This is an optimization exercise on Yosys and OpenROAD, whose aim is small area, a short achievable clock period and few clock cycles per item, not a production implementation. In this exercise RTL edits were held to simulation tests only and were not proved equivalent to the original.

[flow/flow/run.sh]
#!/bin/bash
# Standard layout, but the port buffers are sky130_fd_sc_hd__buf_2 instead of the delay
# buffer buffer_ports picks by default. Everything else is the standard flow's own flow (standard.sh).
set -euo pipefail
bash standard.sh "BUFFER_PORTS_ARGS=-buffer_cell sky130_fd_sc_hd__buf_2" finish > standard.log 2>&1
[flow/standard.sh]
#!/bin/bash
# synth_recipe.tcl (not shown) runs the flow's synth.tcl, then flattens the netlist and writes it again
# the make line also repeats each setting of config.mk as NAME=value (left out here)
make -C /OpenROAD-flow-scripts/flow DESIGN_CONFIG=/design/flow/config.mk WORK_HOME=/design/flow/orfs CLKGATE_MAP_FILE= SYNTH_SCRIPT=/design/flow/synth_recipe.tcl "${@:-finish}"
[flow/config.mk]
export PLATFORM = sky130hd
export DESIGN_NAME = bch
export DESIGN_NICKNAME = bch
export VERILOG_FILES = /design/flow/design.v
export SDC_FILE = /design/flow/constraint.sdc
export NUM_CORES = 4
export LEC_CHECK = 0
export ABC_AREA = 1
export CAP_MARGIN = 20
export CORE_MARGIN = 2
export CORE_UTILIZATION = 50
export CTS_BUF_LIST = sky130_fd_sc_hd__clkbuf_4 sky130_fd_sc_hd__clkbuf_8
export CTS_CLUSTER_SIZE = 30
export SETUP_SLACK_MARGIN = 3.8
export SLEW_MARGIN = 20
[flow/constraint.sdc]
create_clock -name core_clock -period 6.5 [get_ports {i_clk}]
set_input_delay 1.3000 -clock core_clock [delete_from_list [all_inputs] [get_ports {i_clk}]]
set_output_delay 1.3000 -clock core_clock [all_outputs]
set_load 0.01 [all_outputs]
[flow/design.v]
`default_nettype none
module bch (
	input  logic        i_clk,
	input  logic        i_arst_n,
	input  logic        i_set,
	input  logic [63:0] i_data,
	output logic        o_ready,
	output logic        o_finish,
	output logic [9:0]  o_data
);
	function automatic [9:0] qsolve(input [9:0] x);
		qsolve[0] = 1'b0;
		qsolve[1] = x[2] ^ x[4] ^ x[7];
		qsolve[2] = x[3] ^ x[4] ^ x[6] ^ x[7];
		qsolve[3] = x[1] ^ x[2] ^ x[4] ^ x[6] ^ x[9];
		qsolve[4] = x[3] ^ x[6] ^ x[7] ^ x[8] ^ x[9];
		qsolve[5] = x[0] ^ x[3] ^ x[6] ^ x[7] ^ x[9];
		qsolve[6] = x[7] ^ x[9];
		qsolve[7] = x[8] ^ x[9];
		qsolve[8] = x[6] ^ x[7] ^ x[9];
		qsolve[9] = x[8];
	endfunction
	function automatic [4:0] t_inv32(input [4:0] x);
		t_inv32[0] = 32'hbd89b432 >> x;
		t_inv32[1] = 32'hba357164 >> x;
		t_inv32[2] = 32'h4c98f3e8 >> x;
		t_inv32[3] = 32'h8a7ba4d8 >> x;
		t_inv32[4] = 32'hed3a0d2c >> x;
	endfunction
	function automatic [4:0] t_l31(input [4:0] x);
		t_l31[0] = 32'h1afb9244 >> x;
		t_l31[1] = 32'hb7903954 >> x;
		t_l31[2] = 32'h2dd584d8 >> x;
		t_l31[3] = 32'ha37162ac >> x;
		t_l31[4] = 32'h7a6628f0 >> x;
	endfunction
	function automatic [5:0] t_l33(input [4:0] x);
		t_l33[0] = 32'h96aaa66a >> x;
		t_l33[1] = 32'h6669a695 >> x;
		t_l33[2] = 32'h659696a6 >> x;
		t_l33[3] = 32'h5a95a565 >> x;
		t_l33[4] = 32'h566599aa >> x;
		t_l33[5] = 32'h0 >> x;
	endfunction
	function automatic [5:0] t_l33m3(input [4:0] x);
		t_l33m3[0] = 32'h69a56598 >> x;
		t_l33m3[1] = 32'ha6969958 >> x;
		t_l33m3[2] = 32'h5aaa6994 >> x;
		t_l33m3[3] = 32'ha6566aa8 >> x;
		t_l33m3[4] = 32'h95996594 >> x;
		t_l33m3[5] = 32'h3 >> x;
	endfunction
	function automatic [4:0] t_sq(input [4:0] x);
		t_sq[0] = 32'ha3be4c2d >> x;
		t_sq[1] = 32'hb51df26 >> x;
		t_sq[2] = 32'h6a3be4c2 >> x;
		t_sq[3] = 32'h30b51df2 >> x;
		t_sq[4] = 32'h7c985a8e >> x;
	endfunction
	function automatic [4:0] t_ki(input [5:0] x);
		t_ki[0] = 64'h91be7d89 >> x;
		t_ki[1] = 64'h9e100879 >> x;
		t_ki[2] = 64'hbbc993dd >> x;
		t_ki[3] = 64'h640db026 >> x;
		t_ki[4] = 64'hc74ff2e3 >> x;
	endfunction
	function automatic [4:0] t_kt(input [5:0] x);
		t_kt[0] = 64'h1f3ec4a46 >> x;
		t_kt[1] = 64'h8043ca78 >> x;
		t_kt[2] = 64'h4c9eeaef >> x;
		t_kt[3] = 64'h6d813190 >> x;
		t_kt[4] = 64'h7f971b1d >> x;
	endfunction
	function automatic [9:0] t_a(input [4:0] x);
		t_a[0] = 32'h4ccccccc >> x;
		t_a[1] = 32'h70f0f0f0 >> x;
		t_a[2] = 32'h7f00ff00 >> x;
		t_a[3] = 32'h7fff0000 >> x;
		t_a[4] = 32'h2aaaaaaa >> x;
		t_a[5] = 32'h4ccccccc >> x;
		t_a[6] = 32'h70f0f0f0 >> x;
		t_a[7] = 32'h7f00ff00 >> x;
		t_a[8] = 32'h7fff0000 >> x;
		t_a[9] = 32'h2aaaaaaa >> x;
	endfunction
	function automatic [9:0] t_b(input [5:0] x);
		t_b[0] = 64'hcccccccc >> x;
		t_b[1] = 64'hf0f0f0f0 >> x;
		t_b[2] = 64'hff00ff00 >> x;
		t_b[3] = 64'hffff0000 >> x;
		t_b[4] = 64'h55555555 >> x;
		t_b[5] = 64'h33333333 >> x;
		t_b[6] = 64'hf0f0f0f >> x;
		t_b[7] = 64'hff00ff >> x;
		t_b[8] = 64'hffff >> x;
		t_b[9] = 64'haaaaaaaa >> x;
	endfunction
	function automatic [4:0] m32(input [4:0] a, input [4:0] b);
		logic [8:0] p;
		p = '0;
		for (int i = 0; i < 5; i++)
			if (b[i])
				p = p ^ (9'(a) << i);
		for (int i = 8; i >= 5; i--)
			if (p[i])
				p = p ^ (9'b100101 << (i - 5));
		m32 = p[4:0];
	endfunction
	function automatic [4:0] sq32(input [4:0] a);
		sq32 = m32(a, a);
	endfunction
	function automatic [4:0] add31(input [4:0] a, input [4:0] b);
		logic [4:0] kg0;
		logic [4:0] kp0;
		logic [4:0] kg1;
		logic [4:0] kp1;
		logic [4:0] kg2;
		logic [4:0] kp2;
		logic [4:0] kg3;
		logic [4:0] kp3;
		logic [4:0] h;
		logic c;
		kg0 = a & b;
		kp0 = a ^ b;
		h = kp0;
		kg1[0] = kg0[0];
		kp1[0] = kp0[0];
		kg1[1] = kg0[1] | (kp0[1] & kg0[0]);
		kp1[1] = kp0[1] & kp0[0];
		kg1[2] = kg0[2] | (kp0[2] & kg0[1]);
		kp1[2] = kp0[2] & kp0[1];
		kg1[3] = kg0[3] | (kp0[3] & kg0[2]);
		kp1[3] = kp0[3] & kp0[2];
		kg1[4] = kg0[4] | (kp0[4] & kg0[3]);
		kp1[4] = kp0[4] & kp0[3];
		kg2[0] = kg1[0];
		kp2[0] = kp1[0];
		kg2[1] = kg1[1];
		kp2[1] = kp1[1];
		kg2[2] = kg1[2] | (kp1[2] & kg1[0]);
		kp2[2] = kp1[2] & kp1[0];
		kg2[3] = kg1[3] | (kp1[3] & kg1[1]);
		kp2[3] = kp1[3] & kp1[1];
		kg2[4] = kg1[4] | (kp1[4] & kg1[2]);
		kp2[4] = kp1[4] & kp1[2];
		kg3[0] = kg2[0];
		kp3[0] = kp2[0];
		kg3[1] = kg2[1];
		kp3[1] = kp2[1];
		kg3[2] = kg2[2];
		kp3[2] = kp2[2];
		kg3[3] = kg2[3];
		kp3[3] = kp2[3];
		kg3[4] = kg2[4] | (kp2[4] & kg2[0]);
		kp3[4] = kp2[4] & kp2[0];
		c = kg3[4] | kp3[4];
		add31[0] = h[0] ^ c;
		add31[1] = h[1] ^ (kg3[0] | (kp3[0] & c));
		add31[2] = h[2] ^ (kg3[1] | (kp3[1] & c));
		add31[3] = h[3] ^ (kg3[2] | (kp3[2] & c));
		add31[4] = h[4] ^ (kg3[3] | (kp3[3] & c));
	endfunction
	function automatic [9:0] add1023(input [9:0] a, input [9:0] b);
		logic [9:0] kg0;
		logic [9:0] kp0;
		logic [9:0] kg1;
		logic [9:0] kp1;
		logic [9:0] kg2;
		logic [9:0] kp2;
		logic [9:0] kg3;
		logic [9:0] kp3;
		logic [9:0] kg4;
		logic [9:0] kp4;
		logic [9:0] h;
		logic c;
		kg0 = a & b;
		kp0 = a ^ b;
		h = kp0;
		kg1[0] = kg0[0];
		kp1[0] = kp0[0];
		kg1[1] = kg0[1] | (kp0[1] & kg0[0]);
		kp1[1] = kp0[1] & kp0[0];
		kg1[2] = kg0[2] | (kp0[2] & kg0[1]);
		kp1[2] = kp0[2] & kp0[1];
		kg1[3] = kg0[3] | (kp0[3] & kg0[2]);
		kp1[3] = kp0[3] & kp0[2];
		kg1[4] = kg0[4] | (kp0[4] & kg0[3]);
		kp1[4] = kp0[4] & kp0[3];
		kg1[5] = kg0[5] | (kp0[5] & kg0[4]);
		kp1[5] = kp0[5] & kp0[4];
		kg1[6] = kg0[6] | (kp0[6] & kg0[5]);
		kp1[6] = kp0[6] & kp0[5];
		kg1[7] = kg0[7] | (kp0[7] & kg0[6]);
		kp1[7] = kp0[7] & kp0[6];
		kg1[8] = kg0[8] | (kp0[8] & kg0[7]);
		kp1[8] = kp0[8] & kp0[7];
		kg1[9] = kg0[9] | (kp0[9] & kg0[8]);
		kp1[9] = kp0[9] & kp0[8];
		kg2[0] = kg1[0];
		kp2[0] = kp1[0];
		kg2[1] = kg1[1];
		kp2[1] = kp1[1];
		kg2[2] = kg1[2] | (kp1[2] & kg1[0]);
		kp2[2] = kp1[2] & kp1[0];
		kg2[3] = kg1[3] | (kp1[3] & kg1[1]);
		kp2[3] = kp1[3] & kp1[1];
		kg2[4] = kg1[4] | (kp1[4] & kg1[2]);
		kp2[4] = kp1[4] & kp1[2];
		kg2[5] = kg1[5] | (kp1[5] & kg1[3]);
		kp2[5] = kp1[5] & kp1[3];
		kg2[6] = kg1[6] | (kp1[6] & kg1[4]);
		kp2[6] = kp1[6] & kp1[4];
		kg2[7] = kg1[7] | (kp1[7] & kg1[5]);
		kp2[7] = kp1[7] & kp1[5];
		kg2[8] = kg1[8] | (kp1[8] & kg1[6]);
		kp2[8] = kp1[8] & kp1[6];
		kg2[9] = kg1[9] | (kp1[9] & kg1[7]);
		kp2[9] = kp1[9] & kp1[7];
		kg3[0] = kg2[0];
		kp3[0] = kp2[0];
		kg3[1] = kg2[1];
		kp3[1] = kp2[1];
		kg3[2] = kg2[2];
		kp3[2] = kp2[2];
		kg3[3] = kg2[3];
		kp3[3] = kp2[3];
		kg3[4] = kg2[4] | (kp2[4] & kg2[0]);
		kp3[4] = kp2[4] & kp2[0];
		kg3[5] = kg2[5] | (kp2[5] & kg2[1]);
		kp3[5] = kp2[5] & kp2[1];
		kg3[6] = kg2[6] | (kp2[6] & kg2[2]);
		kp3[6] = kp2[6] & kp2[2];
		kg3[7] = kg2[7] | (kp2[7] & kg2[3]);
		kp3[7] = kp2[7] & kp2[3];
		kg3[8] = kg2[8] | (kp2[8] & kg2[4]);
		kp3[8] = kp2[8] & kp2[4];
		kg3[9] = kg2[9] | (kp2[9] & kg2[5]);
		kp3[9] = kp2[9] & kp2[5];
		kg4[0] = kg3[0];
		kp4[0] = kp3[0];
		kg4[1] = kg3[1];
		kp4[1] = kp3[1];
		kg4[2] = kg3[2];
		kp4[2] = kp3[2];
		kg4[3] = kg3[3];
		kp4[3] = kp3[3];
		kg4[4] = kg3[4];
		kp4[4] = kp3[4];
		kg4[5] = kg3[5];
		kp4[5] = kp3[5];
		kg4[6] = kg3[6];
		kp4[6] = kp3[6];
		kg4[7] = kg3[7];
		kp4[7] = kp3[7];
		kg4[8] = kg3[8] | (kp3[8] & kg3[0]);
		kp4[8] = kp3[8] & kp3[0];
		kg4[9] = kg3[9] | (kp3[9] & kg3[1]);
		kp4[9] = kp3[9] & kp3[1];
		c = kg4[9] | kp4[9];
		add1023[0] = h[0] ^ c;
		add1023[1] = h[1] ^ (kg4[0] | (kp4[0] & c));
		add1023[2] = h[2] ^ (kg4[1] | (kp4[1] & c));
		add1023[3] = h[3] ^ (kg4[2] | (kp4[2] & c));
		add1023[4] = h[4] ^ (kg4[3] | (kp4[3] & c));
		add1023[5] = h[5] ^ (kg4[4] | (kp4[4] & c));
		add1023[6] = h[6] ^ (kg4[5] | (kp4[5] & c));
		add1023[7] = h[7] ^ (kg4[6] | (kp4[6] & c));
		add1023[8] = h[8] ^ (kg4[7] | (kp4[7] & c));
		add1023[9] = h[9] ^ (kg4[8] | (kp4[8] & c));
	endfunction
	function automatic lt10(input [9:0] a, input [9:0] bn);
		logic [9:0] kg0;
		logic [9:0] kp0;
		logic [9:0] kg1;
		logic [9:0] kp1;
		logic [9:0] kg2;
		logic [9:0] kp2;
		logic [9:0] kg3;
		logic [9:0] kp3;
		logic [9:0] kg4;
		logic [9:0] kp4;
		logic [9:0] h;
		logic [9:0] b;
		logic c;
		b = ~bn;
		kg0 = a & b;
		kp0 = a ^ b;
		h = kp0;
		kg1[0] = kg0[0];
		kp1[0] = kp0[0];
		kg1[1] = kg0[1] | (kp0[1] & kg0[0]);
		kp1[1] = kp0[1] & kp0[0];
		kg1[2] = kg0[2] | (kp0[2] & kg0[1]);
		kp1[2] = kp0[2] & kp0[1];
		kg1[3] = kg0[3] | (kp0[3] & kg0[2]);
		kp1[3] = kp0[3] & kp0[2];
		kg1[4] = kg0[4] | (kp0[4] & kg0[3]);
		kp1[4] = kp0[4] & kp0[3];
		kg1[5] = kg0[5] | (kp0[5] & kg0[4]);
		kp1[5] = kp0[5] & kp0[4];
		kg1[6] = kg0[6] | (kp0[6] & kg0[5]);
		kp1[6] = kp0[6] & kp0[5];
		kg1[7] = kg0[7] | (kp0[7] & kg0[6]);
		kp1[7] = kp0[7] & kp0[6];
		kg1[8] = kg0[8] | (kp0[8] & kg0[7]);
		kp1[8] = kp0[8] & kp0[7];
		kg1[9] = kg0[9] | (kp0[9] & kg0[8]);
		kp1[9] = kp0[9] & kp0[8];
		kg2[0] = kg1[0];
		kp2[0] = kp1[0];
		kg2[1] = kg1[1];
		kp2[1] = kp1[1];
		kg2[2] = kg1[2] | (kp1[2] & kg1[0]);
		kp2[2] = kp1[2] & kp1[0];
		kg2[3] = kg1[3] | (kp1[3] & kg1[1]);
		kp2[3] = kp1[3] & kp1[1];
		kg2[4] = kg1[4] | (kp1[4] & kg1[2]);
		kp2[4] = kp1[4] & kp1[2];
		kg2[5] = kg1[5] | (kp1[5] & kg1[3]);
		kp2[5] = kp1[5] & kp1[3];
		kg2[6] = kg1[6] | (kp1[6] & kg1[4]);
		kp2[6] = kp1[6] & kp1[4];
		kg2[7] = kg1[7] | (kp1[7] & kg1[5]);
		kp2[7] = kp1[7] & kp1[5];
		kg2[8] = kg1[8] | (kp1[8] & kg1[6]);
		kp2[8] = kp1[8] & kp1[6];
		kg2[9] = kg1[9] | (kp1[9] & kg1[7]);
		kp2[9] = kp1[9] & kp1[7];
		kg3[0] = kg2[0];
		kp3[0] = kp2[0];
		kg3[1] = kg2[1];
		kp3[1] = kp2[1];
		kg3[2] = kg2[2];
		kp3[2] = kp2[2];
		kg3[3] = kg2[3];
		kp3[3] = kp2[3];
		kg3[4] = kg2[4] | (kp2[4] & kg2[0]);
		kp3[4] = kp2[4] & kp2[0];
		kg3[5] = kg2[5] | (kp2[5] & kg2[1]);
		kp3[5] = kp2[5] & kp2[1];
		kg3[6] = kg2[6] | (kp2[6] & kg2[2]);
		kp3[6] = kp2[6] & kp2[2];
		kg3[7] = kg2[7] | (kp2[7] & kg2[3]);
		kp3[7] = kp2[7] & kp2[3];
		kg3[8] = kg2[8] | (kp2[8] & kg2[4]);
		kp3[8] = kp2[8] & kp2[4];
		kg3[9] = kg2[9] | (kp2[9] & kg2[5]);
		kp3[9] = kp2[9] & kp2[5];
		kg4[0] = kg3[0];
		kp4[0] = kp3[0];
		kg4[1] = kg3[1];
		kp4[1] = kp3[1];
		kg4[2] = kg3[2];
		kp4[2] = kp3[2];
		kg4[3] = kg3[3];
		kp4[3] = kp3[3];
		kg4[4] = kg3[4];
		kp4[4] = kp3[4];
		kg4[5] = kg3[5];
		kp4[5] = kp3[5];
		kg4[6] = kg3[6];
		kp4[6] = kp3[6];
		kg4[7] = kg3[7];
		kp4[7] = kp3[7];
		kg4[8] = kg3[8] | (kp3[8] & kg3[0]);
		kp4[8] = kp3[8] & kp3[0];
		kg4[9] = kg3[9] | (kp3[9] & kg3[1]);
		kp4[9] = kp3[9] & kp3[1];
		lt10 = !(kg4[9] | kp4[9]);
	endfunction
	function automatic [6:0] a6(input [5:0] a, input [5:0] b);
		logic [5:0] kg0;
		logic [5:0] kp0;
		logic [5:0] kg1;
		logic [5:0] kp1;
		logic [5:0] kg2;
		logic [5:0] kp2;
		logic [5:0] kg3;
		logic [5:0] kp3;
		logic [5:0] h;
		logic c;
		kg0 = a & b;
		kp0 = a ^ b;
		h = kp0;
		kg1[0] = kg0[0];
		kp1[0] = kp0[0];
		kg1[1] = kg0[1] | (kp0[1] & kg0[0]);
		kp1[1] = kp0[1] & kp0[0];
		kg1[2] = kg0[2] | (kp0[2] & kg0[1]);
		kp1[2] = kp0[2] & kp0[1];
		kg1[3] = kg0[3] | (kp0[3] & kg0[2]);
		kp1[3] = kp0[3] & kp0[2];
		kg1[4] = kg0[4] | (kp0[4] & kg0[3]);
		kp1[4] = kp0[4] & kp0[3];
		kg1[5] = kg0[5] | (kp0[5] & kg0[4]);
		kp1[5] = kp0[5] & kp0[4];
		kg2[0] = kg1[0];
		kp2[0] = kp1[0];
		kg2[1] = kg1[1];
		kp2[1] = kp1[1];
		kg2[2] = kg1[2] | (kp1[2] & kg1[0]);
		kp2[2] = kp1[2] & kp1[0];
		kg2[3] = kg1[3] | (kp1[3] & kg1[1]);
		kp2[3] = kp1[3] & kp1[1];
		kg2[4] = kg1[4] | (kp1[4] & kg1[2]);
		kp2[4] = kp1[4] & kp1[2];
		kg2[5] = kg1[5] | (kp1[5] & kg1[3]);
		kp2[5] = kp1[5] & kp1[3];
		kg3[0] = kg2[0];
		kp3[0] = kp2[0];
		kg3[1] = kg2[1];
		kp3[1] = kp2[1];
		kg3[2] = kg2[2];
		kp3[2] = kp2[2];
		kg3[3] = kg2[3];
		kp3[3] = kp2[3];
		kg3[4] = kg2[4] | (kp2[4] & kg2[0]);
		kp3[4] = kp2[4] & kp2[0];
		kg3[5] = kg2[5] | (kp2[5] & kg2[1]);
		kp3[5] = kp2[5] & kp2[1];
		a6[0] = h[0];
		a6[1] = h[1] ^ kg3[0];
		a6[2] = h[2] ^ kg3[1];
		a6[3] = h[3] ^ kg3[2];
		a6[4] = h[4] ^ kg3[3];
		a6[5] = h[5] ^ kg3[4];
		a6[6] = kg3[5];
	endfunction
	function automatic [7:0] a7(input [6:0] a, input [6:0] b);
		logic [6:0] kg0;
		logic [6:0] kp0;
		logic [6:0] kg1;
		logic [6:0] kp1;
		logic [6:0] kg2;
		logic [6:0] kp2;
		logic [6:0] kg3;
		logic [6:0] kp3;
		logic [6:0] h;
		logic c;
		kg0 = a & b;
		kp0 = a ^ b;
		h = kp0;
		kg1[0] = kg0[0];
		kp1[0] = kp0[0];
		kg1[1] = kg0[1] | (kp0[1] & kg0[0]);
		kp1[1] = kp0[1] & kp0[0];
		kg1[2] = kg0[2] | (kp0[2] & kg0[1]);
		kp1[2] = kp0[2] & kp0[1];
		kg1[3] = kg0[3] | (kp0[3] & kg0[2]);
		kp1[3] = kp0[3] & kp0[2];
		kg1[4] = kg0[4] | (kp0[4] & kg0[3]);
		kp1[4] = kp0[4] & kp0[3];
		kg1[5] = kg0[5] | (kp0[5] & kg0[4]);
		kp1[5] = kp0[5] & kp0[4];
		kg1[6] = kg0[6] | (kp0[6] & kg0[5]);
		kp1[6] = kp0[6] & kp0[5];
		kg2[0] = kg1[0];
		kp2[0] = kp1[0];
		kg2[1] = kg1[1];
		kp2[1] = kp1[1];
		kg2[2] = kg1[2] | (kp1[2] & kg1[0]);
		kp2[2] = kp1[2] & kp1[0];
		kg2[3] = kg1[3] | (kp1[3] & kg1[1]);
		kp2[3] = kp1[3] & kp1[1];
		kg2[4] = kg1[4] | (kp1[4] & kg1[2]);
		kp2[4] = kp1[4] & kp1[2];
		kg2[5] = kg1[5] | (kp1[5] & kg1[3]);
		kp2[5] = kp1[5] & kp1[3];
		kg2[6] = kg1[6] | (kp1[6] & kg1[4]);
		kp2[6] = kp1[6] & kp1[4];
		kg3[0] = kg2[0];
		kp3[0] = kp2[0];
		kg3[1] = kg2[1];
		kp3[1] = kp2[1];
		kg3[2] = kg2[2];
		kp3[2] = kp2[2];
		kg3[3] = kg2[3];
		kp3[3] = kp2[3];
		kg3[4] = kg2[4] | (kp2[4] & kg2[0]);
		kp3[4] = kp2[4] & kp2[0];
		kg3[5] = kg2[5] | (kp2[5] & kg2[1]);
		kp3[5] = kp2[5] & kp2[1];
		kg3[6] = kg2[6] | (kp2[6] & kg2[2]);
		kp3[6] = kp2[6] & kp2[2];
		a7[0] = h[0];
		a7[1] = h[1] ^ kg3[0];
		a7[2] = h[2] ^ kg3[1];
		a7[3] = h[3] ^ kg3[2];
		a7[4] = h[4] ^ kg3[3];
		a7[5] = h[5] ^ kg3[4];
		a7[6] = h[6] ^ kg3[5];
		a7[7] = kg3[6];
	endfunction
	function automatic [5:0] add33(input [5:0] x, input [5:0] y);
		logic [4:0] g;
		logic [4:0] q;
		logic [4:0] gg;
		logic [4:0] pp;
		logic       cin;
		logic [5:0] s;
		g  = x[4:0] & y[4:0];
		q  = x[4:0] ^ y[4:0];
		gg[0] = g[0];
		pp[0] = q[0];
		for (int i = 1; i < 5; i++) begin
			gg[i] = g[i] | (q[i] & gg[i-1]);
			pp[i] = q[i] & pp[i-1];
		end
		cin = !gg[4];
		s[0] = q[0] ^ cin;
		for (int i = 1; i < 5; i++)
			s[i] = q[i] ^ (gg[i-1] | (pp[i-1] & cin));
		s[5] = cin && pp[4];
		add33 = x[5] ? y : y[5] ? x : s;
	endfunction
	logic       busy;
	logic [3:0] cnt;
	logic       last;
	logic       fin;
	assign o_ready = !busy;
	assign last    = busy && (cnt == 4'd15);
	always_ff @(posedge i_clk or negedge i_arst_n) begin
		if (!i_arst_n) begin
			busy   <= 1'b0;
			cnt    <= '0;
			fin    <= 1'b0;
		end else begin
			fin    <= last;
			cnt    <= cnt + 1'b1;
			if (!busy) begin
				cnt  <= 4'd1;
				busy <= i_set;
			end else if (last) begin
				busy <= 1'b0;
			end
		end
	end
	logic [63:0] dm;
	logic [9:0]  acc1;
	logic [9:0]  acc3;
	logic [9:0]  fb1;
	logic [9:0]  fb3;
	assign dm  = {i_data[63] && !last, i_data[62:0]};   
	assign fb1 = busy ? acc1 : 10'd0;
	assign fb3 = busy ? acc3 : 10'd0;
	logic [343:0] sx;
	assign sx[0] = dm[5] ^ dm[53];
	assign sx[1] = dm[34] ^ dm[52];
	assign sx[2] = dm[7] ^ dm[46];
	assign sx[3] = dm[17] ^ dm[58];
	assign sx[4] = dm[14] ^ dm[33];
	assign sx[5] = dm[20] ^ dm[60];
	assign sx[6] = dm[27] ^ dm[29];
	assign sx[7] = dm[54] ^ dm[57];
	assign sx[8] = dm[10] ^ dm[37];
	assign sx[9] = dm[38] ^ dm[48];
	assign sx[10] = dm[31] ^ dm[62];
	assign sx[11] = dm[1] ^ dm[56];
	assign sx[12] = dm[23] ^ sx[0];
	assign sx[13] = dm[0] ^ dm[51];
	assign sx[14] = dm[24] ^ dm[61];
	assign sx[15] = dm[11] ^ dm[13];
	assign sx[16] = dm[36] ^ dm[45];
	assign sx[17] = dm[12] ^ dm[15];
	assign sx[18] = dm[9] ^ dm[40];
	assign sx[19] = dm[35] ^ dm[59];
	assign sx[20] = dm[3] ^ dm[18];
	assign sx[21] = dm[4] ^ sx[10];
	assign sx[22] = dm[32] ^ sx[4];
	assign sx[23] = sx[5] ^ sx[9];
	assign sx[24] = dm[6] ^ sx[3];
	assign sx[25] = sx[1] ^ sx[6];
	assign sx[26] = dm[47] ^ sx[11];
	assign sx[27] = fb3[7] ^ dm[43];
	assign sx[28] = dm[42] ^ dm[49];
	assign sx[29] = dm[16] ^ dm[26];
	assign sx[30] = sx[7] ^ sx[14];
	assign sx[31] = dm[30] ^ sx[2];
	assign sx[32] = sx[12] ^ sx[19];
	assign sx[33] = fb3[5] ^ fb3[9];
	assign sx[34] = fb3[3] ^ dm[21];
	assign sx[35] = dm[28] ^ dm[55];
	assign sx[36] = fb3[8] ^ dm[22];
	assign sx[37] = dm[2] ^ dm[50];
	assign sx[38] = dm[19] ^ dm[44];
	assign sx[39] = sx[8] ^ sx[15];
	assign sx[40] = fb1[4] ^ sx[17];
	assign sx[41] = fb3[4] ^ sx[33];
	assign sx[42] = fb3[6] ^ dm[39];
	assign sx[43] = fb1[7] ^ dm[43];
	assign sx[44] = dm[25] ^ sx[13];
	assign sx[45] = sx[18] ^ sx[29];
	assign sx[46] = sx[16] ^ sx[20];
	assign sx[47] = sx[27] ^ sx[34];
	assign sx[48] = dm[41] ^ sx[25];
	assign sx[49] = sx[22] ^ sx[39];
	assign sx[50] = sx[24] ^ sx[26];
	assign sx[51] = fb1[3] ^ fb1[5];
	assign sx[52] = fb3[2] ^ dm[34];
	assign sx[53] = dm[8] ^ dm[55];
	assign sx[54] = dm[11] ^ dm[49];
	assign sx[55] = dm[59] ^ sx[1];
	assign sx[56] = dm[42] ^ sx[2];
	assign sx[57] = dm[51] ^ sx[28];
	assign sx[58] = dm[20] ^ sx[18];
	assign sx[59] = dm[53] ^ sx[37];
	assign sx[60] = dm[21] ^ sx[38];
	assign sx[61] = dm[18] ^ sx[7];
	assign sx[62] = sx[21] ^ sx[23];
	assign sx[63] = fb3[0] ^ sx[30];
	assign sx[64] = fb1[1] ^ sx[40];
	assign sx[65] = dm[48] ^ sx[47];
	assign sx[66] = sx[25] ^ sx[31];
	assign sx[67] = sx[21] ^ sx[42];
	assign sx[68] = sx[15] ^ sx[23];
	assign sx[69] = fb1[6] ^ sx[32];
	assign sx[70] = fb3[1] ^ sx[32];
	assign sx[71] = dm[22] ^ sx[48];
	assign sx[72] = fb1[3] ^ fb1[9];
	assign sx[73] = fb1[2] ^ fb1[9];
	assign sx[74] = dm[12] ^ dm[56];
	assign sx[75] = dm[46] ^ sx[41];
	assign sx[76] = dm[15] ^ dm[17];
	assign sx[77] = dm[3] ^ dm[54];
	assign sx[78] = dm[16] ^ dm[24];
	assign sx[79] = dm[60] ^ sx[72];
	assign sx[80] = dm[26] ^ dm[29];
	assign sx[81] = dm[2] ^ dm[47];
	assign sx[82] = dm[0] ^ dm[32];
	assign sx[83] = dm[7] ^ dm[37];
	assign sx[84] = dm[39] ^ sx[73];
	assign sx[85] = dm[26] ^ dm[33];
	assign sx[86] = fb3[8] ^ dm[44];
	assign sx[87] = dm[13] ^ sx[51];
	assign sx[88] = fb1[0] ^ dm[61];
	assign sx[89] = dm[14] ^ dm[19];
	assign sx[90] = dm[3] ^ dm[4];
	assign sx[91] = sx[2] ^ sx[53];
	assign sx[92] = sx[0] ^ sx[52];
	assign sx[93] = sx[3] ^ sx[4];
	assign sx[94] = dm[25] ^ sx[36];
	assign sx[95] = dm[62] ^ sx[38];
	assign sx[96] = sx[54] ^ sx[85];
	assign sx[97] = sx[5] ^ sx[13];
	assign sx[98] = sx[43] ^ sx[84];
	assign sx[99] = dm[57] ^ sx[9];
	assign sx[100] = dm[0] ^ sx[35];
	assign sx[101] = sx[14] ^ sx[17];
	assign sx[102] = dm[63] ^ sx[28];
	assign sx[103] = dm[8] ^ sx[8];
	assign sx[104] = sx[36] ^ sx[76];
	assign sx[105] = dm[45] ^ sx[13];
	assign sx[106] = sx[6] ^ sx[8];
	assign sx[107] = sx[43] ^ sx[88];
	assign sx[108] = fb1[2] ^ sx[16];
	assign sx[109] = sx[22] ^ sx[44];
	assign sx[110] = dm[27] ^ sx[93];
	assign sx[111] = dm[39] ^ sx[56];
	assign sx[112] = dm[60] ^ sx[45];
	assign sx[113] = sx[24] ^ sx[75];
	assign sx[114] = sx[30] ^ sx[31];
	assign sx[115] = sx[46] ^ sx[59];
	assign sx[116] = sx[55] ^ sx[99];
	assign sx[117] = dm[52] ^ sx[61];
	assign sx[118] = sx[77] ^ sx[102];
	assign sx[119] = sx[12] ^ sx[40];
	assign sx[120] = dm[58] ^ sx[91];
	assign sx[121] = sx[60] ^ sx[66];
	assign sx[122] = sx[58] ^ sx[113];
	assign sx[123] = sx[49] ^ sx[90];
	assign sx[124] = sx[11] ^ sx[64];
	assign sx[125] = sx[16] ^ sx[65];
	assign sx[126] = sx[35] ^ sx[50];
	assign sx[127] = fb1[8] ^ sx[114];
	assign sx[128] = sx[50] ^ sx[62];
	assign sx[129] = sx[57] ^ sx[112];
	assign sx[130] = fb1[6] ^ dm[16];
	assign sx[131] = dm[28] ^ dm[36];
	assign sx[132] = sx[10] ^ sx[79];
	assign sx[133] = sx[130] ^ sx[131];
	assign sx[134] = sx[24] ^ sx[132];
	assign sx[135] = sx[133] ^ sx[109];
	assign sx[136] = sx[118] ^ sx[119];
	assign sx[137] = sx[134] ^ sx[121];
	assign sx[138] = sx[135] ^ sx[136];
	assign sx[139] = sx[137] ^ sx[138];
	assign sx[140] = dm[7] ^ dm[35];
	assign sx[141] = sx[4] ^ sx[18];
	assign sx[142] = sx[28] ^ sx[140];
	assign sx[143] = sx[107] ^ sx[141];
	assign sx[144] = sx[142] ^ sx[68];
	assign sx[145] = sx[117] ^ sx[119];
	assign sx[146] = sx[143] ^ sx[126];
	assign sx[147] = sx[144] ^ sx[145];
	assign sx[148] = sx[146] ^ sx[147];
	assign sx[149] = fb1[0] ^ fb1[1];
	assign sx[150] = fb1[4] ^ sx[149];
	assign sx[151] = sx[150] ^ dm[2];
	assign sx[152] = dm[15] ^ dm[22];
	assign sx[153] = dm[29] ^ dm[31];
	assign sx[154] = sx[1] ^ sx[35];
	assign sx[155] = sx[79] ^ sx[151];
	assign sx[156] = sx[152] ^ sx[153];
	assign sx[157] = sx[26] ^ sx[46];
	assign sx[158] = sx[154] ^ sx[155];
	assign sx[159] = sx[156] ^ sx[49];
	assign sx[160] = sx[157] ^ sx[158];
	assign sx[161] = sx[69] ^ sx[127];
	assign sx[162] = sx[159] ^ sx[160];
	assign sx[163] = sx[161] ^ sx[162];
	assign sx[164] = dm[5] ^ dm[10];
	assign sx[165] = dm[50] ^ sx[164];
	assign sx[166] = sx[61] ^ sx[96];
	assign sx[167] = sx[98] ^ sx[105];
	assign sx[168] = sx[165] ^ sx[62];
	assign sx[169] = sx[64] ^ sx[166];
	assign sx[170] = sx[167] ^ sx[121];
	assign sx[171] = sx[168] ^ sx[169];
	assign sx[172] = sx[170] ^ sx[171];
	assign sx[173] = dm[33] ^ dm[37];
	assign sx[174] = dm[53] ^ sx[29];
	assign sx[175] = sx[87] ^ sx[173];
	assign sx[176] = sx[55] ^ sx[108];
	assign sx[177] = sx[174] ^ sx[175];
	assign sx[178] = sx[176] ^ sx[177];
	assign sx[179] = sx[127] ^ sx[128];
	assign sx[180] = sx[178] ^ sx[179];
	assign sx[181] = fb1[8] ^ dm[52];
	assign sx[182] = sx[3] ^ sx[20];
	assign sx[183] = sx[80] ^ sx[89];
	assign sx[184] = sx[181] ^ sx[100];
	assign sx[185] = sx[182] ^ sx[183];
	assign sx[186] = sx[68] ^ sx[111];
	assign sx[187] = sx[184] ^ sx[185];
	assign sx[188] = sx[69] ^ sx[124];
	assign sx[189] = sx[186] ^ sx[187];
	assign sx[190] = sx[188] ^ sx[189];
	assign sx[191] = fb1[5] ^ dm[9];
	assign sx[192] = dm[12] ^ dm[14];
	assign sx[193] = dm[38] ^ dm[54];
	assign sx[194] = sx[54] ^ sx[83];
	assign sx[195] = sx[191] ^ sx[192];
	assign sx[196] = sx[193] ^ sx[44];
	assign sx[197] = sx[98] ^ sx[194];
	assign sx[198] = sx[195] ^ sx[115];
	assign sx[199] = sx[196] ^ sx[197];
	assign sx[200] = sx[71] ^ sx[126];
	assign sx[201] = sx[198] ^ sx[199];
	assign sx[202] = sx[200] ^ sx[201];
	assign sx[203] = dm[21] ^ dm[46];
	assign sx[204] = sx[87] ^ sx[203];
	assign sx[205] = sx[21] ^ sx[45];
	assign sx[206] = sx[103] ^ sx[204];
	assign sx[207] = sx[110] ^ sx[115];
	assign sx[208] = sx[116] ^ sx[205];
	assign sx[209] = sx[206] ^ sx[124];
	assign sx[210] = sx[207] ^ sx[208];
	assign sx[211] = sx[209] ^ sx[210];
	assign sx[212] = fb1[4] ^ dm[56];
	assign sx[213] = sx[37] ^ sx[78];
	assign sx[214] = sx[212] ^ sx[58];
	assign sx[215] = sx[60] ^ sx[106];
	assign sx[216] = sx[108] ^ sx[213];
	assign sx[217] = sx[109] ^ sx[117];
	assign sx[218] = sx[120] ^ sx[214];
	assign sx[219] = sx[215] ^ sx[216];
	assign sx[220] = sx[69] ^ sx[217];
	assign sx[221] = sx[218] ^ sx[219];
	assign sx[222] = sx[220] ^ sx[221];
	assign sx[223] = sx[51] ^ dm[17];
	assign sx[224] = dm[48] ^ sx[0];
	assign sx[225] = sx[53] ^ sx[74];
	assign sx[226] = sx[223] ^ sx[107];
	assign sx[227] = sx[224] ^ sx[225];
	assign sx[228] = sx[226] ^ sx[227];
	assign sx[229] = sx[71] ^ sx[123];
	assign sx[230] = sx[129] ^ sx[228];
	assign sx[231] = sx[229] ^ sx[230];
	assign sx[232] = dm[33] ^ sx[27];
	assign sx[233] = sx[26] ^ sx[95];
	assign sx[234] = sx[97] ^ sx[103];
	assign sx[235] = sx[104] ^ sx[232];
	assign sx[236] = sx[66] ^ sx[118];
	assign sx[237] = sx[233] ^ sx[234];
	assign sx[238] = sx[235] ^ sx[70];
	assign sx[239] = sx[236] ^ sx[237];
	assign sx[240] = sx[238] ^ sx[239];
	assign sx[241] = fb3[0] ^ fb3[9];
	assign sx[242] = sx[241] ^ dm[11];
	assign sx[243] = dm[41] ^ sx[82];
	assign sx[244] = sx[86] ^ sx[242];
	assign sx[245] = sx[31] ^ sx[45];
	assign sx[246] = sx[46] ^ sx[92];
	assign sx[247] = sx[101] ^ sx[106];
	assign sx[248] = sx[243] ^ sx[244];
	assign sx[249] = sx[245] ^ sx[246];
	assign sx[250] = sx[247] ^ sx[248];
	assign sx[251] = sx[128] ^ sx[249];
	assign sx[252] = sx[250] ^ sx[251];
	assign sx[253] = sx[33] ^ dm[1];
	assign sx[254] = dm[8] ^ dm[30];
	assign sx[255] = dm[40] ^ dm[47];
	assign sx[256] = dm[50] ^ sx[0];
	assign sx[257] = sx[10] ^ sx[17];
	assign sx[258] = sx[82] ^ sx[83];
	assign sx[259] = sx[253] ^ sx[254];
	assign sx[260] = sx[255] ^ sx[30];
	assign sx[261] = sx[47] ^ sx[94];
	assign sx[262] = sx[256] ^ sx[257];
	assign sx[263] = sx[258] ^ sx[259];
	assign sx[264] = sx[48] ^ sx[68];
	assign sx[265] = sx[260] ^ sx[261];
	assign sx[266] = sx[262] ^ sx[263];
	assign sx[267] = sx[264] ^ sx[265];
	assign sx[268] = sx[266] ^ sx[267];
	assign sx[269] = sx[41] ^ dm[10];
	assign sx[270] = dm[18] ^ dm[36];
	assign sx[271] = sx[81] ^ sx[89];
	assign sx[272] = sx[269] ^ sx[270];
	assign sx[273] = sx[12] ^ sx[94];
	assign sx[274] = sx[101] ^ sx[271];
	assign sx[275] = sx[272] ^ sx[67];
	assign sx[276] = sx[116] ^ sx[120];
	assign sx[277] = sx[273] ^ sx[274];
	assign sx[278] = sx[129] ^ sx[275];
	assign sx[279] = sx[276] ^ sx[277];
	assign sx[280] = sx[278] ^ sx[279];
	assign sx[281] = fb3[7] ^ fb3[9];
	assign sx[282] = sx[281] ^ dm[1];
	assign sx[283] = dm[9] ^ dm[28];
	assign sx[284] = dm[35] ^ dm[58];
	assign sx[285] = sx[5] ^ sx[20];
	assign sx[286] = sx[29] ^ sx[42];
	assign sx[287] = sx[282] ^ sx[283];
	assign sx[288] = sx[284] ^ sx[39];
	assign sx[289] = sx[59] ^ sx[95];
	assign sx[290] = sx[285] ^ sx[286];
	assign sx[291] = sx[287] ^ sx[63];
	assign sx[292] = sx[288] ^ sx[289];
	assign sx[293] = sx[290] ^ sx[71];
	assign sx[294] = sx[291] ^ sx[292];
	assign sx[295] = sx[293] ^ sx[294];
	assign sx[296] = fb3[2] ^ dm[5];
	assign sx[297] = sx[36] ^ sx[78];
	assign sx[298] = sx[296] ^ sx[26];
	assign sx[299] = sx[56] ^ sx[100];
	assign sx[300] = sx[297] ^ sx[65];
	assign sx[301] = sx[67] ^ sx[110];
	assign sx[302] = sx[298] ^ sx[299];
	assign sx[303] = sx[300] ^ sx[301];
	assign sx[304] = sx[302] ^ sx[303];
	assign sx[305] = sx[41] ^ dm[1];
	assign sx[306] = dm[6] ^ dm[24];
	assign sx[307] = dm[27] ^ dm[55];
	assign sx[308] = sx[7] ^ sx[19];
	assign sx[309] = sx[86] ^ sx[305];
	assign sx[310] = sx[306] ^ sx[307];
	assign sx[311] = sx[97] ^ sx[308];
	assign sx[312] = sx[309] ^ sx[310];
	assign sx[313] = sx[111] ^ sx[311];
	assign sx[314] = sx[312] ^ sx[123];
	assign sx[315] = sx[125] ^ sx[313];
	assign sx[316] = sx[314] ^ sx[315];
	assign sx[317] = sx[81] ^ sx[44];
	assign sx[318] = sx[92] ^ sx[96];
	assign sx[319] = sx[63] ^ sx[317];
	assign sx[320] = sx[318] ^ sx[122];
	assign sx[321] = sx[125] ^ sx[319];
	assign sx[322] = sx[320] ^ sx[321];
	assign sx[323] = fb3[4] ^ fb3[5];
	assign sx[324] = fb3[6] ^ sx[323];
	assign sx[325] = sx[324] ^ dm[45];
	assign sx[326] = sx[34] ^ sx[37];
	assign sx[327] = sx[80] ^ sx[325];
	assign sx[328] = sx[23] ^ sx[57];
	assign sx[329] = sx[104] ^ sx[326];
	assign sx[330] = sx[327] ^ sx[49];
	assign sx[331] = sx[63] ^ sx[328];
	assign sx[332] = sx[329] ^ sx[70];
	assign sx[333] = sx[330] ^ sx[331];
	assign sx[334] = sx[332] ^ sx[333];
	assign sx[335] = sx[6] ^ sx[20];
	assign sx[336] = sx[27] ^ sx[52];
	assign sx[337] = sx[74] ^ sx[22];
	assign sx[338] = sx[105] ^ sx[335];
	assign sx[339] = sx[336] ^ sx[67];
	assign sx[340] = sx[337] ^ sx[338];
	assign sx[341] = sx[70] ^ sx[122];
	assign sx[342] = sx[339] ^ sx[340];
	assign sx[343] = sx[341] ^ sx[342];
	always_ff @(posedge i_clk) begin
		acc1[0] <= sx[139];
		acc1[1] <= sx[148];
		acc1[2] <= sx[163];
		acc1[3] <= sx[172];
		acc1[4] <= sx[180];
		acc1[5] <= sx[190];
		acc1[6] <= sx[202];
		acc1[7] <= sx[211];
		acc1[8] <= sx[222];
		acc1[9] <= sx[231];
		acc3[0] <= sx[240];
		acc3[1] <= sx[252];
		acc3[2] <= sx[268];
		acc3[3] <= sx[280];
		acc3[4] <= sx[295];
		acc3[5] <= sx[304];
		acc3[6] <= sx[316];
		acc3[7] <= sx[322];
		acc3[8] <= sx[334];
		acc3[9] <= sx[343];
	end
	logic [11:0] st;      
	logic [4:0] r_31;     
	logic [5:0] r_33;
	logic [9:0] lin;      
	logic [9:0] lx;
	logic [4:0] qt;       
	logic [4:0] qn;       
	logic       qbz;      
	logic [4:0] raw31;
	logic [5:0] raw33;
	logic [5:0] m3_33;
	assign lx = fin ? acc1 : lin;
	logic [4:0] opa;
	logic [4:0] op1b;
	logic [4:0] op2b;
	logic [4:0] esq;
	assign esq  = t_sq(r_31);
	assign opa  = st[3] ? esq : lx[4:0];
	assign op1b = st[3] ? t_ki(r_33) : t_inv32(lx[9:5]);
	assign op2b = st[3] ? t_kt(r_33) : lx[9:5];
	always_ff @(posedge i_clk) begin
		qt  <= m32(opa, op1b);
		qn  <= m32(opa, op2b) ^ (st[3] ? 5'd0 : (sq32(lx[4:0]) ^ sq32(lx[9:5])));
		qbz <= (lx[9:5] == 5'd0);
	end
	assign raw31 = t_l31(qn);
	assign raw33 = qbz ? 6'd32 : t_l33(qt);
	assign m3_33 = qbz ? 6'd32 : t_l33m3(qt);
	logic [4:0] x31;
	logic [5:0] x33;
	always_ff @(posedge i_clk) begin
		x31 <= raw31;
		x33 <= st[0] ? m3_33 : raw33;
	end
	logic [4:0] r1_31;    
	logic [5:0] r1_33;
	logic       r1h;
	logic [4:0] op31;
	logic [5:0] op33;
	logic       s1z;      
	logic       s3z;      
	logic       single;
	logic       sgl_n;
	logic [9:0] p;
	logic [9:0] p1;
	logic [9:0] od;
	logic       of;
	logic [1:0] ocnt;
	logic       od_lt;
	logic       empty;
	always_ff @(posedge i_clk or negedge i_arst_n) begin
		if (!i_arst_n) begin
			st <= '0;
		end else begin
			st <= {st[10:0], fin};
		end
	end
	assign r1_31 = {r1h, p1[9:6]};
	assign r1_33 = p1[5:0];
	assign op31 = st[1] ? {x31[3:0], x31[4]} : st[2] ? ~r_31 : r1_31;
	assign op33 = st[1] ? 6'd32 : st[2] ? r_33 : r1_33;
	assign sgl_n = !s3z && (r_31 == 5'd0) && r_33[5];
	logic [9:0] exq;
	logic       sglq;
	assign exq = {qt, qn};
	always_ff @(posedge i_clk) begin
		sglq <= sgl_n;
	end
	logic [4:0] c31;
	logic [9:0] cb;
	always_ff @(posedge i_clk) begin
		c31 <= r_31;
		cb  <= t_b(r_33);
	end
	assign p     = add1023(t_a(c31), cb);
	assign od_lt = lt10(od, p1);
	assign empty  = s1z;
	assign single = s3z;
	always_ff @(posedge i_clk) begin
		if (fin) begin
			s1z <= (acc1 == 10'd0);
			lin <= acc3;
		end else if (st[4]) begin
			lin <= sglq ? 10'd1 : s3z ? 10'd32 : (qsolve(exq) ^ 10'd32);
		end else begin
			lin <= lin ^ 10'd1;
		end
		if (st[0]) begin
			s3z   <= (lin == 10'd0);
			r1h   <= raw31[4];
		end
		if (st[4]) begin
			s1z <= s1z || (!sglq && !s3z && ^(exq & 10'd288));   
			s3z <= sglq;
		end
		r_31 <= add31(x31, op31);
		r_33 <= add33(x33, op33);
		if (st[0])
			p1 <= {raw31[3:0], raw33};
		else if (st[9] || (st[11] && !od_lt))
			p1 <= st[9] ? p : od;
	end
	assign o_finish = of;
	assign o_data   = od;
	always_ff @(posedge i_clk or negedge i_arst_n) begin
		if (!i_arst_n) begin
			of   <= 1'b0;
			ocnt <= '0;
		end else begin
			if (st[11]) begin
				of   <= 1'b1;
				ocnt <= empty ? 2'd0 : single ? 2'd1 : 2'd2;
			end else if (of) begin
				if (ocnt == 2'd0)
					of <= 1'b0;
				else
					ocnt <= ocnt - 1'b1;
			end
		end
	end
	always_ff @(posedge i_clk) begin
		if (st[10]) begin
			od <= p;
		end else if (st[11]) begin
			if (empty)
				od <= 10'd1023;
			else if (single || !od_lt)
				od <= p1;
		end else if (ocnt == 2'd2) begin
			od <= p1;
		end else begin
			od <= 10'd1023;
		end
	end
endmodule
`default_nettype wire
==> results of run 1 <==
-- synthesized netlist by cell type, types with 3 or more instances --
library cell  number  area [sq um]
a21oi_1           59         295.3
xor2_2            19         309.1
nand2_2           12         75.07
a22oi_1            7         52.55
inv_2              5         18.77
inv_1            176         660.6
o21ai_0           82         410.4
or2_2             11         68.82
o211ai_1          11         82.58
nor3_1            10         50.05
nand2_4            4         45.04
a21boi_0           3         22.52
buf_6              5         56.30
buf_2             10         50.05
o21bai_1           5         37.54
o22ai_1            7         43.79
edfxtp_1          32         960.9
a31oi_1            7         43.79
clkinv_1           3         11.26
dfxtp_1           70          1401
nand4_1           11         68.82
nand3b_1           5         37.54
clkbuf_1          17         63.81
xor2_1           190          1664
nand3_1          135         675.7
or2_1              4         25.02
a21o_1             3         22.52
ha_1              62         775.7
xnor2_1          150          1314
dfrtp_1           21         525.5
nor2_1           110         412.9
o21ai_2            3         26.28
nand2_1          454          1704
nor4_1             3         18.77
o221ai_1           3         26.28
a211oi_1           5         37.54
xnor2_2            8         130.1
-- cell type report --
cell class                 instances  area, sq um  area share [%]
multi-input combinational       1412         9706           64.41
sequential                       123         2932           19.45
timing repair buffer             133        892.1           5.920
inverter                         184        732.0           4.857
tap                              324        405.4           2.690
clock buffer                      17        234.0           1.553
clock inverter                    15        168.9           1.121
-- worst min-delay path by stage --
stage                           end             from  depth (start not counted)
finish              st[7]$_DFF_PN0_  st[6]$_DFF_PN0_                          0
global route        st[8]$_DFF_PN0_  st[7]$_DFF_PN0_                          0
floorplan           st[6]$_DFF_PN0_  st[5]$_DFF_PN0_                          0
detailed placement  st[7]$_DFF_PN0_  st[6]$_DFF_PN0_                          0
CTS                 st[7]$_DFF_PN0_  st[6]$_DFF_PN0_                          0
global placement    st[8]$_DFF_PN0_  st[7]$_DFF_PN0_                          0
-- cells by family (layout without fill, tap and decap cells) --
logic type / Yosys count / count (layout) / share of synthesized area [%]
and+or+nand+nor: 765 / 766 / 25.72
xor gates and xnor gates: 370 / 370 / 27.89
buffers and inverters: 218 / 349 / 6.980
AOI/OAI and AO/OA: 212 / 212 / 9.901
DFF: 123 / 123 / 23.01
adders and majority gates: 64 / 64 / 6.501
-- critical path: stages --
cell and delay [ps]:
buf_2 140, xnor2_1 480, xnor2_1 220, xnor2_1 180, xnor2_1 400, xnor2_1 190
xor2_1 150
-- metal layers --
| layer | global-route usage [%] | routed length, um | vias up |
|---|---|---|---|
| met5 | 0 | 0 | - |
| li1 | - | - | 5848 |
| met3 | 5.144 | 2495 | 70 |
| met2 | 48.80 | 18780 | 436 |
| met1 | 38.74 | 17210 | 5389 |
| met4 | 10.66 | 1472 | 0 |
-- state kept, by name, indices dropped and copies added (netlist names), 2 cells and up --
signal	count
c31	5
acc1	10
st	12
lin	10
r_33	6
od	10
x31	5
acc3	10
x33	6
qn	5
cb	10
qt	5
cnt	4
r_31	5
ocnt	2
p1	10
-- metrics by stage --
step	area, sq um	cells	util (%)
3_3_place_gp	13210	2124	54.01
5_1_grt	15070	2208	61.60
4_1_cts	13980	2171	57.14
3_5_place_dp	13210	2124	54.01
2_1_floorplan	12570	1752	-
6_report	15070	2208	61.60
-- timing repair --
item                                    CTS  global route
endpoints found under the hold margin     0             0
endpoints found under the setup margin   50            65
gates cloned                              0             2
resized for setup                        62           182
buffers inserted                         15            35
pin swaps                                15            53
==> reports/results.ini, run 1 <==
[synth]
synthCells=1752
synthDistinctLibCells=60
ys_async_sr_fraction_pct=17.07
netlist_area_sq_um=12550
ys.flop_type=dfxtp_1
syn_nets=1883
synth-edff-count=32
yosysSeqAreaShare_pct=23.01
syn_area_per_cell_sq_um=7.162
ys_ff_latch=123
synth_warnings=1

[grt]
track_usage_pct=29.49
grt_pass1_wl_um=60020
grt_max_degree=27
grt-ovfl-total=0
grt_pass1_vias=10920
grt_antenna_before_repair=0

[layout]
drive_gt1_share_pct=20.97
mostFrequentLayoutCell=nand2_1
fillers=2294
area_growth_pct=20.09
final_cell_mix=423 x nand2_1, 169 x xor2_1, 162 x inv_1, 138 x xnor2_1, 122 x nand3_1
diodes=0
nNetsFinal=2002

[setup_path]
crit_start=i_data[55]
cp-end-kind=register
reg2reg_to=p1[9]$_DFFE_PP_
r2r-start=c31[0]$_DFF_P_
critPathRequiredTime_ps=6870
rr_worst_depth=14
cp.arrival_ps=3070
critPathCapture=acc3[5]$_DFF_P_
worst-r2r-setup-slack_ps=3810
critical_path_class=in -> reg
start_kind=primary input
worstPathMaxFanout=3

[clocking]
cts.sinks=123
clkLatencyLatePin_ps=460
cts.clk_slew.worst_paths_ps=100
htree_levels=4
cts_buffers=17
cts_root_buf=clkbuf_8
cts_buffer_depth=2
cts_tree=yes
holdBufCountCts=0

[route]
routedWlPerCell_um=18.10
wirelength_um=39960
via_count=11740
drc_errors=0
final_antenna_net_count=0
drtIter0Drc=976
via_per_inst=5.318
firstDrtPassIters=5

[timing]
slew_headroom_pct=52.83
hold_viol=0
fin_hold_ws_ps=357.3
timing.fmax_mhz=371.0
setup_violations=0
fin_crit_ps=2695
final.setup_skew_ps=21.05
setup_tns_ps=0
tightest_slew_ps=705.0
final_max_slew_viol_count=0
rsz0062_at_grt=yes
final.period_utilization_pct=41.47
worst_slack_ps=3805

[die]
start_util_pct=51.30
fp.dieW_um=162.4
dieArea_sq_um=26380
row_count=57
die_y_um=162.4
ios=79
core-area_sq_um=24460

[placement]
post-place-ws_ps=3060
place.gp.congestion=1.011
port_buffers=78
hpwl_um=31320

[job]
drv_cap=0

[outcome]
status=finished clean

[hold_path]
hp-class=reg -> reg

Testbench counts, summed over its fixed seeds: cycles 3,193, items 192.
==> run 2, diff against run 1 <==
--- a/flow/config.mk
+++ b/flow/config.mk
@@ -8,8 +8,8 @@
 export ABC_AREA = 1
 export CAP_MARGIN = 20
 export CORE_MARGIN = 2
-export CORE_UTILIZATION = 50
+export CORE_UTILIZATION = 40
 export CTS_BUF_LIST = sky130_fd_sc_hd__clkbuf_4 sky130_fd_sc_hd__clkbuf_8
 export CTS_CLUSTER_SIZE = 30
-export SETUP_SLACK_MARGIN = 3.8
+export SETUP_SLACK_MARGIN = 3.75
 export SLEW_MARGIN = 20
==> reports/results.ini, run 2 <==
[outcome]
status=finished clean

[hold_path]
hp-start=st[6]$_DFF_PN0_
hold_path_end=st[7]$_DFF_PN0_
hp-class=reg -> reg
hold_depth=0  ; unchanged

[route]
routedWlPerCell_um=17.49  ; -3.3%
drc_errors=0  ; unchanged
drtIter0Drc=823  ; -16%
firstDrtPassIters=5  ; unchanged
via_per_inst=5.158  ; -3.0%
wirelength_um=39970  ; about the same
final_antenna_net_count=0  ; unchanged
via_count=11790  ; +0.37%

[setup_path]
crit_buf_inv=2  ; +1
slowest_delay_ps=400  ; -80 ps
cpLargestDelayFamily=XOR/XNOR gates
slowest_stage=xnor2_2
critical_path_class=in -> reg
crit_chain=buf_2 -> xnor2_4 -> xnor2_2 -> xor2_2 -> xor2_2 -> inv_1 -> or2_1 -> nand3_1 -> nand2_1
worstPathMaxFanout=3  ; unchanged
worst-r2r-setup-slack_ps=3880  ; +70 ps
critPathRequiredTime_ps=6850  ; -20 ps
critPathMostFrequentCell=xor2_2
r2r-start=c31[2]$_DFF_P_
cp-end-kind=register
cp.arrival_ps=3120  ; +50 ps
reg2reg_to=od[3]$_DFFE_PP_
start_kind=primary input
rr_worst_depth=14  ; unchanged

[synth]
ys_top_cells_by_area=nand2_1 14%, xor2_1 13%, dfxtp_1 11%
synthCells=1752  ; unchanged
synth_top_family_by_area=XOR/XNOR gates
ys.flop_type=dfxtp_1
yosys.area.top_type=nand2_1
synth_compound_area_share_pct=9.901  ; unchanged
yosys.area.top_type_share_pct=13.58  ; unchanged
synth_simple_gate_area_share_pct=25.72  ; unchanged
synth-edff-count=32  ; unchanged
synthAdderAreaFrac_pct=6.501  ; unchanged
synthDistinctLibCells=60  ; unchanged
ys_async_sr_fraction_pct=17.07  ; unchanged
ys_ff_latch=123  ; unchanged
syn_area_per_cell_sq_um=7.162  ; unchanged
netlist_area_sq_um=12550  ; unchanged
synth_warnings=1  ; unchanged
synth_commonest_cells=454 x nand2_1, 190 x xor2_1, 176 x inv_1
yosysMostFrequentCell=nand2_1
syn_nets=1883  ; unchanged
yosysSeqAreaShare_pct=23.01  ; unchanged
synth-xor-area-share_pct=27.89  ; unchanged
yosys-mux-area-fraction_pct=0  ; unchanged

[timing]
tightest_slew_ps=645.8  ; -59.18 ps
setup_violations=0  ; unchanged
final.setup_skew_ps=15.87  ; -5.176 ps
setup_tns_ps=0  ; unchanged
final.period_utilization_pct=42.67  ; +1.2 points
final_max_slew_viol_count=0  ; unchanged
timing.fmax_mhz=360.6  ; -2.8%
hold_viol=0  ; unchanged
fin_crit_ps=2773  ; +77.88 ps
slew_headroom_pct=56.95  ; +4.1 points
rsz0062_at_grt=yes

[job]
drv_cap=0  ; unchanged

[layout]
regMostFlops=st
final_cell_mix=422 x nand2_1, 179 x xor2_1, 167 x inv_1, 144 x xnor2_1, 128 x nand3_1
nNetsFinal=2006  ; +0.20%
mostFrequentLayoutCell=nand2_1
drive_gt1_share_pct=19.23  ; -1.7 points
area_growth_pct=18.41
fillers=3085  ; +34%
largest_register_ff_count=12  ; unchanged
stdcell_area_sq_um=14860  ; -1.4%

[placement]
hpwl_um=31950  ; +2.0%
port_buffers=78  ; unchanged
place_area_sq_um=13280  ; +0.51%
place.gp.congestion=1.052  ; +4.0%

[grt]
track_usage_pct=23.74  ; -5.7 points
grt_antenna_before_repair=2  ; +2
grt-ovfl-total=0  ; unchanged
grt_pass1_vias=11210  ; +2.7%
grt_max_degree=27  ; unchanged
grt_pass1_wl_um=61240  ; +2.0%

[clocking]
holdBufCountCts=0  ; unchanged
cts_root_buf=clkbuf_8
clkLatencyLatePin_ps=450  ; about the same
htree_levels=4  ; unchanged
cts_tree=yes
cts.clk_slew.worst_paths_ps=90  ; about the same
cts_buffer_depth=2  ; unchanged
cts_buffers=17  ; unchanged
cts.sinks=123  ; unchanged

[die]
dieArea_sq_um=32800  ; +24%
die_y_um=181.1  ; +12%
fp.dieW_um=181.1  ; +12%
core-area_sq_um=30750  ; +26%
start_util_pct=40.81  ; -10 points
ios=79  ; unchanged
row_count=64  ; +12%

## run 2: cell types whose count changed in the layout (fill, tap and decap cells not counted), sizes merged
cell / before / now
clkinvlp: 4 / 5
inv: 188 / 189
nand2: 471 / 470
diode: 0 / 1
buf: 131 / 136
clkbuf: 19 / 17
## run 2: cells by family after synthesis
logic type / Yosys count
compound gates: 212
xor+xnor: 370
buf+inv: 218
simple gates: 765
flops: 123
fa+ha+maj: 64
## run 2: worst max path at each step
stage	cells past startpoint	slack [ps]	startpoint	endpoint
5_1_grt	18	3670	r_33[0]$_DFF_P_	qt[2]$_DFF_P_
3_5_place_dp	7	3120	i_data[46]	acc1[0]$_DFF_P_
2_1_floorplan	11	3690	i_data[53]	acc1[2]$_DFF_P_
4_1_cts	21	3730	fin$_DFF_PN0_	qt[2]$_DFF_P_
3_3_place_gp	7	3120	i_data[52]	acc1[0]$_DFF_P_
6_report	9	3730	i_data[29]	acc1[6]$_DFF_P_
## run 2: final cells by class
class                           count  area, sq um  area share, %
Timing Repair inverter              2        17.52         0.1179
Timing Repair Buffer              136        862.1          5.802
Antenna cell                        1        2.502        0.01684
Tap cell                          396        495.5          3.335
Clock buffer                       17        234.0          1.575
Clock inverter                     15        123.9         0.8337
Sequential cell                   123         2933          19.74
Multi-Input combinational cell   1411         9464          63.70
Inverter                          184        725.7          4.884
## run 2: timing repair
action | CTS | global route
gates resized for setup | 53 | 136
pin swaps | 9 | 26
gates cloned | 0 | 2
buffers inserted | 9 | 46
setup endpoints to repair | 47 | 43
## run 2: metrics by stage
stage / util [%] / instances / hold WS, ps / worst slack (ps)
detailed placement: 43.18 / 2195 / 335.6 / 3121
global placement: 43.18 / 2195 / 332.1 / 3124
global route: 48.31 / 2284 / 376.6 / 3666
floorplan: - / 1752 / 331.2 / 3692
CTS: 45.26 / 2236 / 358.4 / 3726
finish: 48.32 / 2285 / 357.8 / 3727
## run 2: layer usage
metal | up-vias | share of wire (%) | global-route usage, %
li1 | 5863 | - | -
met1 | 5443 | 43 | 30.55
met2 | 383 | 47 | 39.23
met3 | 96 | 4.6 | 3.145
met4 | 2 | 5.0 | 11.58
met5 | - | 0.033 | 0
==> run 3, diff against run 2 <==
--- a/flow/config.mk
+++ b/flow/config.mk
@@ -11,5 +11,5 @@
 export CORE_UTILIZATION = 40
 export CTS_BUF_LIST = sky130_fd_sc_hd__clkbuf_4 sky130_fd_sc_hd__clkbuf_8
 export CTS_CLUSTER_SIZE = 30
-export SETUP_SLACK_MARGIN = 3.75
+export SETUP_SLACK_MARGIN = 3.85
 export SLEW_MARGIN = 20
==> reports/results.ini, run 3 <==
[route]
firstDrtPassIters=5  ; unchanged
final_antenna_net_count=0  ; unchanged
routedWlPerCell_um=17.62  ; +0.71%
via_per_inst=5.160  ; about the same
drtIter0Drc=777  ; -5.6%
via_count=11810  ; +0.15%
wirelength_um=40310  ; +0.85%
drc_errors=0  ; unchanged

[synth]
synthDistinctLibCells=60  ; unchanged
synth-edff-count=32  ; unchanged
netlist_area_sq_um=12550  ; unchanged
synth_warnings=1  ; unchanged
ys_async_sr_fraction_pct=17.07  ; unchanged
ys.flop_type=dfxtp_1
syn_nets=1883  ; unchanged
syn_area_per_cell_sq_um=7.162  ; unchanged
yosysMostFrequentCell=nand2_1
yosys.area.top_type_share_pct=13.58  ; unchanged
yosysSeqAreaShare_pct=23.01  ; unchanged
ys_top_cells_by_area=nand2_1 14%, xor2_1 13%, dfxtp_1 11%
synthCells=1752  ; unchanged
synth_commonest_cells=454 x nand2_1, 190 x xor2_1, 176 x inv_1
yosys.area.top_type=nand2_1
ys_ff_latch=123  ; unchanged

[die]
row_count=64  ; unchanged
die_y_um=181.1  ; unchanged
start_util_pct=40.81  ; unchanged
core-area_sq_um=30750  ; unchanged
dieArea_sq_um=32800  ; unchanged
ios=79  ; unchanged
fp.dieW_um=181.1  ; unchanged

[timing]
rsz0062_at_grt=yes
setup_violations=0  ; unchanged
final_max_slew_viol_count=0  ; unchanged
slew_headroom_pct=48.62  ; -8.3 points
timing.fmax_mhz=375.3  ; +4.1%
hold_viol=0  ; unchanged
fin_crit_ps=2664  ; -108.9 ps
final.setup_skew_ps=20.47  ; +4.601 ps
final.period_utilization_pct=40.99  ; -1.7 points
tightest_slew_ps=762.6  ; +116.8 ps
setup_tns_ps=0  ; unchanged

[clocking]
cts_root_buf=clkbuf_8
cts.sinks=123  ; unchanged
holdBufCountCts=0  ; unchanged
cts_buffer_depth=2  ; unchanged
clkLatencyLatePin_ps=450  ; about the same
htree_levels=4  ; unchanged
cts.clk_slew.worst_paths_ps=90  ; about the same
cts_buffers=17  ; unchanged
cts_tree=yes

[grt]
track_usage_pct=23.75  ; about the same
grt_antenna_before_repair=0  ; -2
grt_max_degree=27  ; unchanged
grt_pass1_vias=11300  ; +0.87%
grt_pass1_wl_um=61130  ; -0.17%
grt-ovfl-total=0  ; unchanged

[outcome]
status=finished clean

[setup_path]
crit_start=st[2]$_DFF_PN0_
critPathMostFrequentCell=nand2_1
crit_chain=buf_12 -> o21ai_4 -> a21oi_4 -> ha_4 -> a21o_1 -> a21oi_2 -> o21bai_2 -> nand2_1 -> nand2_1 -> fa_2 -> xor2_1 -> nand2_1 -> o21ai_1 -> o21ai_1
slowest_stage=dfrtp_4
crit_buf_inv=1  ; -1
cpLargestDelayFamily=compound AO/OA/AOI/OAI gates
cp-end-kind=register
start_kind=register
slowest_delay_ps=520  ; +120 ps
critPathRequiredTime_ps=6840  ; about the same
critical_path_class=reg -> reg
r2r-start=st[2]$_DFF_PN0_
worstPathMaxFanout=5  ; +2
cp.arrival_ps=3000  ; -120 ps

[layout]
mostFrequentLayoutCell=nand2_1
fillers=3027  ; -1.9%
multi_input_area_sq_um=9958  ; +5.2%
regMostFlops=st
nNetsFinal=2010  ; +0.20%
seq_area_sq_um=2940  ; +0.26%
stdcell_area_sq_um=15440  ; +3.9%
area_growth_pct=23.08
final_cell_mix=409 x nand2_1, 171 x xor2_1, 161 x inv_1, 135 x xnor2_1, 116 x nand3_1
diodes=0  ; -1
drive_gt1_share_pct=23.20  ; +4.0 points
largest_register_ff_count=12  ; unchanged

[placement]
place.gp.congestion=1.027  ; -2.3%
port_buffers=78  ; unchanged
place_area_sq_um=13340  ; +0.48%
hpwl_um=32110  ; +0.50%

[hold_path]
hp-start=st[8]$_DFF_PN0_
hp-class=reg -> reg

[job]
drv_cap=0  ; unchanged

==> run 3: changes by cell type in the layout (fill, tap and decap cells not counted), sizes merged <==
cell,delta
clkinv,+4
inv,-4
buf,+2
clkbuf,+2
bufinv,+1
clkinvlp,-1
diode,-1
==> run 3: final timing paths <==
path,end,slack (ps),cells after the start
max in group asynchronous,st[2]$_DFF_PN0_,5220,1
hold reg to reg,st[9]$_DFF_PN0_,360,0
min in group asynchronous,cnt[3]$_DFF_PN0_,830,1
hold / removal,st[9]$_DFF_PN0_,360,0
setup / recovery,r_33[1]$_DFF_P_,3840,14
setup reg to reg,r_33[1]$_DFF_P_,3840,14
==> run 3: routing by layer <==
metal / vias up / track usage (%) / share of wire, %
met4: 0 / 9.203 / 3.6
met2: 391 / 40.11 / 48
met1: 5485 / 30.89 / 44
met3: 71 / 3.003 / 5.1
li1: 5858 / - / -
met5: - / 0 / 0
==> run 3: timing repair <==
item                                    4_1_cts  5_1_grt
endpoints found under the setup margin       54       55
gates cloned                                  0        2
buffers inserted                             14       45
resized for setup                            90      216
pin swaps                                    13       56
==> run 3: area by class of cell <==
type / instances / area share (%)
Multi-Input combinational cell: 1411 / 64.48
Tap cell: 396 / 3.208
Clock buffer: 17 / 1.515
Inverter: 184 / 4.715
Sequential cell: 123 / 19.04
Clock inverter: 15 / 0.8911
Timing Repair inverter: 2 / 0.1134
Timing Repair Buffer: 140 / 6.043
==> run 3: kinds of logic after synthesis <==
family / synth area share (%)
simple gates: 25.72
compound gates: 9.901
fa+ha+maj: 6.501
flops: 23.01
xor+xnor: 27.89
buf+inv: 6.980
==> run 3: through the flow <==
stage	utilization, %	instances	setup WS, ps	hold slack [ps]
floorplan	-	1752	3693	331.2
global placement	43.39	2195	3096	331.5
detailed placement	43.39	2195	3100	339.5
CTS	46.24	2241	3799	363.5
global route	50.23	2288	3720	373.1
finish	50.23	2288	3836	359.6

## port drivers added, routing unchanged
In the flow no input, the clock included, has a driving cell. The finished layouts below were timed again as built, in two steps. Step 1 (the two cells are an assumption about what drives the block):
set clk [get_ports {i_clk}]
set_driving_cell -lib_cell sky130_fd_sc_hd__clkbuf_16 $clk
set_driving_cell -lib_cell sky130_fd_sc_hd__buf_2 [delete_from_list [all_inputs] $clk]
Step 2 adds t to the input delays and takes it off the output delays; t is the mean of the earliest and latest rising clock arrival at the registers after step 1. Input paths then give back, and output paths get back, about the clock's delay inside the block. Slacks: ideal ports / drivers / drivers and shift; pairs: ideal ports / drivers.
| run | shift t [ns] | slack for setup (ns) | slew at the worst register clock pin (ns) | cell pins on the clock port's net |
|---|---|---|---|---|
| run 1 | 0.492 | 3.805 / 3.809 / 3.338 | 0.11 / 0.11 | 1 |
| run 2 | 0.476 | 3.727 / 3.740 / 3.264 | 0.09 / 0.09 | 1 |
| run 3 | 0.472 | 3.836 / 3.836 / 3.381 | 0.09 / 0.09 | 1 |
After both steps every run listed still meets setup and hold. For run 1, which loses most, drivers alone change the setup slack by +0.004 ns; drivers and shift together by -0.467 ns.
